From an optimization exercise on the open Yosys and OpenROAD flow, aimed at small area, a short achievable clock period and few clock cycles per item; shortcuts taken in it are not production practice. In this exercise RTL edits were held to simulation tests only and were not proved equivalent to the original. No activity file was given, so power comes from the tool's default toggle rates.

==> flow/design.v (excerpt) <==
module rename_unit (
    input  wire logic                                      clock,
    input  wire logic                                      reset,
    input  wire logic                                      squash,
    input  wire logic                                      request_valid,
    output logic                                           request_ready,
    input  wire logic [2*15-1:0]      request,
    output logic                                           result_valid,
    input  wire logic                                      result_ready,
    output logic [2*18-1:0]           result,
    input  wire logic [2*12-1:0]      retire
);
Size in the first run: roughly 4800 cells after synthesis, roughly 97 I/O pins, ~46000 sq um of cells after synthesis.
clock: 7.0 ns
lec_check: 0
cap_margin: 35
core_margin: 2
core_utilization: 40
place_density: 0.5
setup_slack_margin: 2
slew_margin: 35
run.sh (not shown) runs the stock make flow with config.mk's settings and CLKGATE_MAP_FILE= SYNTH_SCRIPT=/design/flow/synth_recipe.tcl, a recipe that flattens the netlist after the stock synthesis.
The baseline finished with timing, DRC and antenna clean.
Testbench counts at the start, summed over its fixed seeds: cycles 29,607, bundles 20,000.
Then changed:
- SETUP_SLACK_MARGIN: 2 -> 4
Result: The changed run ran to the end with no violations; routed wire length goes up by 10%; cell area goes up by 12%; synthesized cell count stays the same; clock-buffer cell count goes up by 5; utilization goes up by 5.3 points; power goes up by 6.7%; via count goes up by 6.7%; non-clock buffer count goes up by 256; setup slack gains 1300 ps.

The RTL this note starts from:
==> flow/design.v <==
`default_nettype none
module rename_unit (
    input  wire logic                                      clock,
    input  wire logic                                      reset,
    input  wire logic                                      squash,
    input  wire logic                                      request_valid,
    output logic                                           request_ready,
    input  wire logic [2*15-1:0]      request,
    output logic                                           result_valid,
    input  wire logic                                      result_ready,
    output logic [2*18-1:0]           result,
    input  wire logic [2*12-1:0]      retire
);
    localparam int NA = 32;
    localparam int PW = 6;
    localparam int AW = 5;
    localparam int RQ = 2*15;
    localparam int RS = 2*18;
    logic [NA-1:1][PW-1:0]   spec_st;     
    logic [NA-1:1][PW-1:0]   commit_st;   
    logic [NA-1:0][PW-1:0]   spec_q, commit_q;
    logic [NA/2-1:0][PW-1:0] even_q;      
    logic [NA/2-1:0][PW-1:0] odd_q;       
    logic [4:0]  head_q;                  
    logic [3:0]  he_q;                    
    logic [4:0]  ch_q;                    
    logic [5:0]  count_q;                 
    logic        ge1_q, ge2_q;            
    logic        sq_q;                    
    logic          pwe_q, pwo_q;
    logic [3:0]    pre_q, pro_q;
    logic [PW-1:0] pde_q, pdo_q;
    logic          hite_q, hito_q;        
    logic          hv_q, sv_q;
    logic [RQ-1:0] hd_q, sd_q;
    logic [1:0]    hl_q;
    logic          fwd_a_q, fwd_b_q;      
    logic          ov_q;
    logic [RS-1:0] od_q;
    logic          rv0, rv1;
    logic [AW-1:0] rarn0, rarn1;
    logic [PW-1:0] rprn0, rprn1;
    logic [PW-1:0] old0, old1;            
    logic [PW-1:0] push_e, push_o;        
    logic          we_e, we_o;
    logic [3:0]    row_e, row_o;
    logic [1:0]    nret;
    always_comb begin
        {rv1, rarn1, rprn1, rv0, rarn0, rprn0} = retire;
        old0  = commit_q[rarn0];
        old1  = (rv0 && rarn1 == rarn0) ? rprn0 : commit_q[rarn1];
        nret  = 2'({1'b0, rv0} + {1'b0, rv1});
        push_e = (rv0 && !ch_q[0]) ? old0 : old1;
        push_o = (rv0 &&  ch_q[0]) ? old0 : old1;
        row_o  = ch_q[4:1];
        row_e  = 4'(ch_q[4:1] + {3'd0, ch_q[0]});
        we_e   = ch_q[0] ? (rv0 && rv1) : (rv0 || rv1);
        we_o   = ch_q[0] ? (rv0 || rv1) : (rv0 && rv1);
    end
    logic [AW-1:0] a0, b0, d0, a1, b1, d1;
    logic          live0, live1;
    logic          enough, out_room, adv;
    logic [PW-1:0] erow, orow, alloc0, alloc1;
    logic          odd0, odd1;
    logic [RS-1:0] renamed;
    logic [1:0]    popped;
    always_comb begin
        {a1, b1, d1, a0, b0, d0} = hd_q;
        live0    = hl_q[0];
        live1    = hl_q[1];
        enough   = ge2_q || (ge1_q && !(live0 && live1)) || !(live0 || live1);
        out_room = !ov_q || result_ready;
        adv      = hv_q && enough && out_room && !sq_q;
        popped   = adv ? 2'({1'b0, live0} + {1'b0, live1}) : 2'd0;
        erow   = hite_q ? pde_q : even_q[he_q];
        orow   = hito_q ? pdo_q : odd_q[head_q[4:1]];
        odd0   = head_q[0];
        odd1   = head_q[0] ^ live0;
        alloc0 = odd0 ? orow : erow;
        alloc1 = odd1 ? orow : erow;
        renamed[35:30] = fwd_a_q ? alloc0 : spec_q[a1];
        renamed[29:24] = fwd_b_q ? alloc0 : spec_q[b1];
        renamed[23:18] = live1 ? alloc1 : '0;
        renamed[17:12] = spec_q[a0];
        renamed[11:6]  = spec_q[b0];
        renamed[5:0]   = live0 ? alloc0 : '0;
    end
    logic          accept_in, hload;
    logic [RQ-1:0] hnext;
    assign request_ready = !sv_q;
    assign accept_in     = request_valid && !sv_q;
    assign result_valid  = ov_q;
    assign result        = od_q;
    assign hload         = adv || !hv_q;
    assign hnext         = sv_q ? sd_q : request;
    logic [5:0] count_next;
    logic       ge1_next, ge2_next;
    logic [5:0] cand [5];
    logic [4:0] cge1, cge2;
    logic [5:0] byp_c [3];
    logic [2:0] byp_1, byp_2;
    logic [4:0] head_next, h1, h2;
    logic [3:0] he_next;
    always_comb begin
        for (int k = 0; k < 5; k++) begin
            cand[k] = 6'(count_q + 6'(k) - 6'd2);
            cge1[k] = (k >= 3) || count_q >= 6'(3 - k);      
            cge2[k] = (k >= 4) || count_q >= 6'(4 - k);      
        end
        for (int p = 0; p < 3; p++) begin
            case (nret)
                2'd0:    begin byp_c[p] = cand[2-p]; byp_1[p] = cge1[2-p]; byp_2[p] = cge2[2-p]; end
                2'd1:    begin byp_c[p] = cand[3-p]; byp_1[p] = cge1[3-p]; byp_2[p] = cge2[3-p]; end
                default: begin byp_c[p] = cand[4-p]; byp_1[p] = cge1[4-p]; byp_2[p] = cge2[4-p]; end
            endcase
        end
        case (popped)
            2'd0:    begin count_next = byp_c[0]; ge1_next = byp_1[0]; ge2_next = byp_2[0]; end
            2'd1:    begin count_next = byp_c[1]; ge1_next = byp_1[1]; ge2_next = byp_2[1]; end
            default: begin count_next = byp_c[2]; ge1_next = byp_1[2]; ge2_next = byp_2[2]; end
        endcase
        h1 = head_q + 5'd1;
        h2 = head_q + 5'd2;
        if (sq_q) begin
            head_next = ch_q;
            he_next   = 4'(ch_q[4:1] + {3'd0, ch_q[0]});
        end else begin
            case (popped)
                2'd0:    begin head_next = head_q; he_next = he_q; end
                2'd1:    begin head_next = h1;     he_next = 4'(h1[4:1] + {3'd0, h1[0]}); end
                default: begin head_next = h2;     he_next = 4'(h2[4:1] + {3'd0, h2[0]}); end
            endcase
        end
    end
    always_ff @(posedge clock) begin
        if (reset) begin
            head_q  <= '0;
            he_q    <= '0;
            ch_q    <= '0;
            count_q <= 6'd32;
            ge1_q   <= 1'b1;
            ge2_q   <= 1'b1;
            pwe_q   <= 1'b0;
            pwo_q   <= 1'b0;
            hite_q  <= 1'b0;
            hito_q  <= 1'b0;
            sq_q    <= 1'b1;
            hv_q    <= 1'b0;
            sv_q    <= 1'b0;
            ov_q    <= 1'b0;
        end else begin
            pwe_q  <= we_e;
            pwo_q  <= we_o;
            hite_q <= we_e && row_e == he_next;
            hito_q <= we_o && row_o == head_next[4:1];
            sq_q   <= squash;
            ch_q   <= ch_q + 5'(nret);
            head_q <= head_next;
            he_q   <= he_next;
            if (sq_q) begin
                count_q <= 6'd32;
                ge1_q   <= 1'b1;
                ge2_q   <= 1'b1;
            end else begin
                count_q <= count_next;
                ge1_q   <= ge1_next;
                ge2_q   <= ge2_next;
            end
            if (squash) begin
                hv_q <= 1'b0;
                sv_q <= 1'b0;
                ov_q <= 1'b0;
            end else begin
                if (hload) begin
                    hv_q <= sv_q || accept_in;
                    sv_q <= 1'b0;
                end else if (accept_in) begin
                    sv_q <= 1'b1;
                end
                if (out_room) ov_q <= adv;
            end
        end
    end
    always_ff @(posedge clock) begin
        pre_q <= row_e;
        pro_q <= row_o;
        pde_q <= push_e;
        pdo_q <= push_o;
        if (hload) begin
            hd_q    <= hnext;
            hl_q[0] <= hnext[4:0] != '0;
            hl_q[1] <= hnext[19:15] != '0;
            fwd_a_q <= hnext[4:0] != '0 && hnext[29:25] == hnext[4:0];
            fwd_b_q <= hnext[4:0] != '0 && hnext[24:20] == hnext[4:0];
        end
        if (!sv_q) sd_q <= request;
        if (out_room) od_q <= renamed;
    end
    always_ff @(posedge clock) begin
        for (int i = 1; i < NA; i++) begin
            if (sq_q)
                spec_st[i] <= commit_st[i];
            else if (adv && ((live1 && d1 == AW'(i)) || (live0 && d0 == AW'(i)))) begin
                if ((live1 && d1 == AW'(i)) ? odd1 : odd0)
                    spec_st[i] <= orow;
                else
                    spec_st[i] <= erow;
            end
        end
    end
    always_ff @(posedge clock) begin
        if (reset) begin
            for (int i = 1; i < NA; i++) begin
                commit_st[i] <= PW'(i);
            end
            for (int i = 0; i < NA/2; i++) begin
                even_q[i] <= PW'(NA + 2*i);
                odd_q[i]  <= PW'(NA + 2*i + 1);
            end
        end else begin
            for (int i = 1; i < NA; i++) begin
                if (rv1 && rarn1 == AW'(i))
                    commit_st[i] <= rprn1;
                else if (rv0 && rarn0 == AW'(i))
                    commit_st[i] <= rprn0;
            end
            for (int i = 0; i < NA/2; i++) begin
                if (pwe_q && pre_q == 4'(i)) even_q[i] <= pde_q;
                if (pwo_q && pro_q == 4'(i)) odd_q[i]  <= pdo_q;
            end
        end
    end
    assign spec_q   = {spec_st, PW'(0)};
    assign commit_q = {commit_st, PW'(0)};
endmodule
`default_nettype wire
clock: 7.0 ns
lec_check: 0
cap_margin: 35
core_margin: 2
core_utilization: 52
cts_cluster_diameter: 80
cts_cluster_size: 30
place_density: 0.62
setup_slack_margin: 4.3
slew_margin: 35
The baseline went through all stages and came out clean.
Testbench counts at the start, summed over its fixed seeds: cycles 28,688, bundles 20,000.
Next try:
Settings changed: CORE_UTILIZATION 52 to 40, CTS_CLUSTER_DIAMETER 80 to 60, PLACE_DENSITY 0.62 to 0.5, SETUP_SLACK_MARGIN 4.3 to 4.0.
Via count falls by 2.8%.
Cell count goes up by 6.3%.
Power came out higher by 7.7%.
First-iteration DRC count decreases by 17%.
Synthesized area is unchanged.
Worst hold slack hardly moves.
Next try:
Settings changed: CORE_UTILIZATION 40 to 48, PLACE_DENSITY 0.5 to 0.58, SETUP_SLACK_MARGIN 4.0 to 4.3.
What happened: The new run went through all stages and came out clean. Final cell count went down by about 3.2%. Final area went up by 2.8%. Fmax increases by about 12%. Via count rose by about 3.5%. Clock power decreases by about 3%. Utilization rises by 10 points. Area after synthesis does not change. Worst hold slack loses 0.0037 ns. Total power is higher by about 2.1%. Clock-buffer cell count decreases by 10. Setup slack gets better by 0.31 ns.
Next try:
Settings changed: CTS_CLUSTER_DIAMETER 60 to 80, GPL_ROUTABILITY_DRIVEN from default to 0.
After rerunning:
- The new run produced a clean layout
- total power falls by 8.8%
- synthesized area stays the same
- via count drops by 0.57%
- sequential share of layout area went up by 0.66 points

what the ideal ports hide:
Ports are ideal in the flow. The routed layouts listed here were re-timed in OpenROAD. Step 1 assumes that a clkbuf_16 drives the clock port and a buf_2 every other input. Step 2 times the ports against the registers' clock, not the clock port: input delays grow and output delays shrink by t, the midpoint of the rising clock arrivals with the driver on. a / b / c = ideal / step 1 / step 2; a / b = the first two.
run | t, ns | setup WS [ns] | hold WS [ns] | worst setup path after step 2
the first run of note 1 | 0.764 | 2.555 / 2.555 / 2.555 | 0.459 / 0.459 / 0.459 | register to register
the second run of note 1 | 0.782 | 3.848 / 3.848 / 3.441 | 0.455 / 0.455 / 0.455 | input to register
the first run of note 2 | 0.694 | 4.273 / 4.233 / 3.539 | 0.463 / 0.463 / 0.463 | input to register
the second run of note 2 | 0.724 | 3.955 / 3.961 / 3.247 | 0.461 / 0.461 / 0.461 | input to register
the third run of note 2 | 0.718 | 4.270 / 4.235 / 3.517 | 0.458 / 0.458 / 0.458 | input to register
the fourth run of note 2 | 0.699 | 4.268 / 4.203 / 3.504 | 0.463 / 0.463 / 0.463 | input to register
After both steps setup and hold are still met in every run listed. The setup slack of the fourth run of note 2, which loses most, moves by -0.065 ns with the drivers and by -0.764 ns with both steps.
